Source: an optimization exercise on an open RTL-to-GDS flow (aim: small area and a short achievable clock period). Production flows keep margins and buffers that such runs may drop.
Function was checked by simulation only, so behaviour that the tests miss may differ from the original.
Power is estimated from default activity; no workload was simulated.

TR:
## pio_machine
module pio_machine (
  input  logic                    clk,
  input  logic                    reset,
  input  logic                    en,
  input  logic [15:0]             div_int,
  input  logic [9:0]             wrap,        
  input  logic [23:0]            pin_cfg,     
  input  logic [1:0]             shift_cfg,   
  input  logic                    prog_we,
  input  logic [5-1:0]    prog_addr,
  input  logic [16-1:0] prog_data,
  input  logic [32-1:0]  input_pins,
  input  logic [32-1:0]  din,
  input  logic                    empty,
  input  logic                    full,
  output logic [5-1:0]    pc,
  output logic                    push,
  output logic                    pull,
  output logic [32-1:0]  dout,
  output logic [32-1:0]  output_pins,
  output logic [32-1:0]  pin_directions,
  output logic [32-1:0]  output_pins_stb
);
Size in the first run: ~6000 cells after synthesis, about 820 flip-flops, ~280 I/O pins, about 46000 um2 of cells after synthesis.
Settings: LEC_CHECK=0, ABC_AREA=1, CAP_MARGIN=20, CORE_MARGIN=2, CORE_UTILIZATION=55, CTS_BUF_LIST=sky130_fd_sc_hd__clkbuf_8, SLEW_MARGIN=20; clock period 10.0 ns.
standard.sh (not shown) runs the stock make flow with config.mk's settings and CLKGATE_MAP_FILE= SYNTH_SCRIPT=/design/flow/synth_recipe.tcl, a recipe that flattens the netlist after the stock synthesis.
==> flow/flow/run.sh <==
#!/bin/bash
set -euo pipefail
bash standard.sh SETUP_SLACK_MARGIN=5.5 \
  "BUFFER_PORTS_ARGS=-buffer_cell sky130_fd_sc_hd__buf_1" \
  "CTS_ARGS=-sink_clustering_enable -repair_clock_nets -buf_list sky130_fd_sc_hd__clkbuf_8 -dont_use_dummy_load" \
  finish > layout.log 2>&1
The inputs of AL differ from those of TR as listed below.
--- a/flow/design.v
+++ b/flow/design.v
@@ -36,24 +36,14 @@
     if (s[0]) t = {t[0],     t[31:1]};
     if (s[1]) t = {t[1:0],   t[31:2]};
     if (s[2]) t = {t[3:0],   t[31:4]};
     if (s[3]) t = {t[7:0],   t[31:8]};
     if (s[4]) t = {t[15:0],  t[31:16]};
     rotr = t;
   endfunction
-  function automatic logic [31:0] rotl(input logic [31:0] v, input logic [4:0] s);
-    logic [31:0] t;
-    t = v;
-    if (s[0]) t = {t[30:0], t[31]};
-    if (s[1]) t = {t[29:0], t[31:30]};
-    if (s[2]) t = {t[27:0], t[31:28]};
-    if (s[3]) t = {t[23:0], t[31:24]};
-    if (s[4]) t = {t[15:0], t[31:16]};
-    rotl = t;
-  endfunction
   function automatic logic [31:0] therm(input logic [4:0] v);
     for (int i = 0; i < 32; i++) therm[i] = (5'(i) < v);
   endfunction
   logic [15:0] dcnt, dcnt_d;
   logic        tick, dcnt_z;    
   assign tick = en && dcnt_z;
   always_comb begin
@@ -75,21 +65,22 @@
   assign op = instr[15:13];
   assign a  = instr[7:5];
   assign b  = instr[4:0];
   assign busy    = !dly_z;
   assign go      = tick && !busy;
   assign advance = go && !stall;
   logic [4:0] target, seq;
-  assign seq    = (pc == wrap_top) ? wrap_target : pc + 5'd1;
   assign target = jmp ? b : seq;
   always_comb begin
     if (reset)        pc_next = 5'd0;
     else if (advance) pc_next = target;
     else              pc_next = pc;
   end
+  always_ff @(posedge clk)
+    seq <= (pc_next == wrap_top) ? wrap_target : pc_next + 5'd1;
   function automatic logic [14:0] amounts(input logic [15:0] w, input logic [23:0] pcfg,
                                          input logic [1:0] scfg);
     logic [2:0] wop, wa, wsel;
     logic [4:0] wb, sb, ob, ib, xa, xb;
     logic       w_out, w_in, w_mov, w_set, w_spins, w_rev, w_shr;
     wop = w[15:13]; wa = w[7:5]; wb = w[4:0];
     sb = pcfg[23:19]; ob = pcfg[15:11]; ib = pcfg[4:0];
@@ -228,15 +219,15 @@
   assign rout = rotr(rin, samt);
   logic [31:0] osr_sh;
   assign osr_sh = rout & ~(out_right ? tm : lm);
   logic [31:0] vin, vrot;
   always_comb begin
     if (s_set)      vin = {27'd0, b};
     else if (s_out) vin = osr & (out_right ? lm : tm);    
-    else             vin = mval;
+    else            vin = mval;
   end
   assign vamt = vamt_a + vamt_b;
   assign vrot = rotr(vin, vamt);
   logic [31:0] isr_sh, in_m, in_d;
   assign in_m = s_inl ? lm : (s_inpt ? tm : 32'd0);
   assign in_d = vrot;
   always_comb
[summary]
AL: done, clean on timing, DRC and antenna. After synthesis and placement, the instance count of AL is below that of TR. In the reports for AL and TR, the smaller fraction of layout cells with a size suffix above 1 belongs to AL. Diff TR -> AL: setup slack after layout grew by 0.061 ns, wire length of the first global-routing pass lost about 0.9%, number of nets in the final layout moved down, period utilization -0.61 points, combinational power share fell by 2.2 points. AL ended up with a higher number of fillers in the final layout than TR did. From TR to AL the numbers moved as follows: adder-cell share of the synthesized area roughly the same; combinational power lower; count of placed standard cells including taps lower.

==> afterwards: timing with drivers on the ports <==
The results above use ideal ports. As a check the final layouts listed here were re-extracted and re-timed, cells and wires unchanged. Step 1 (the two cells are an assumption about what drives the block):
set clk [get_ports {clk}]
set_driving_cell -lib_cell sky130_fd_sc_hd__clkbuf_16 $clk
set_driving_cell -lib_cell sky130_fd_sc_hd__buf_2 [delete_from_list [all_inputs] $clk]
Step 2 adds t to the input delays and takes it off the output delays; t is the mean of the earliest and latest rising clock arrival at the registers after step 1. Input paths then give back, and output paths get back, about the clock's delay inside the block. a / b / c = ideal / step 1 / step 2; a / b = the first two.
run	t (ns)	setup WS [ns]	hold slack, ns	pins driven straight from the clock port
TR	0.858	5.420 / 5.469 / 4.611	0.472 / 0.472 / 0.472	1
AL	0.861	5.481 / 5.419 / 4.801	0.468 / 0.468 / 0.468	1
After both steps setup and hold are still met in every run listed. The setup slack of TR, which loses most, moves by +0.049 ns with the drivers and by -0.809 ns with both steps.
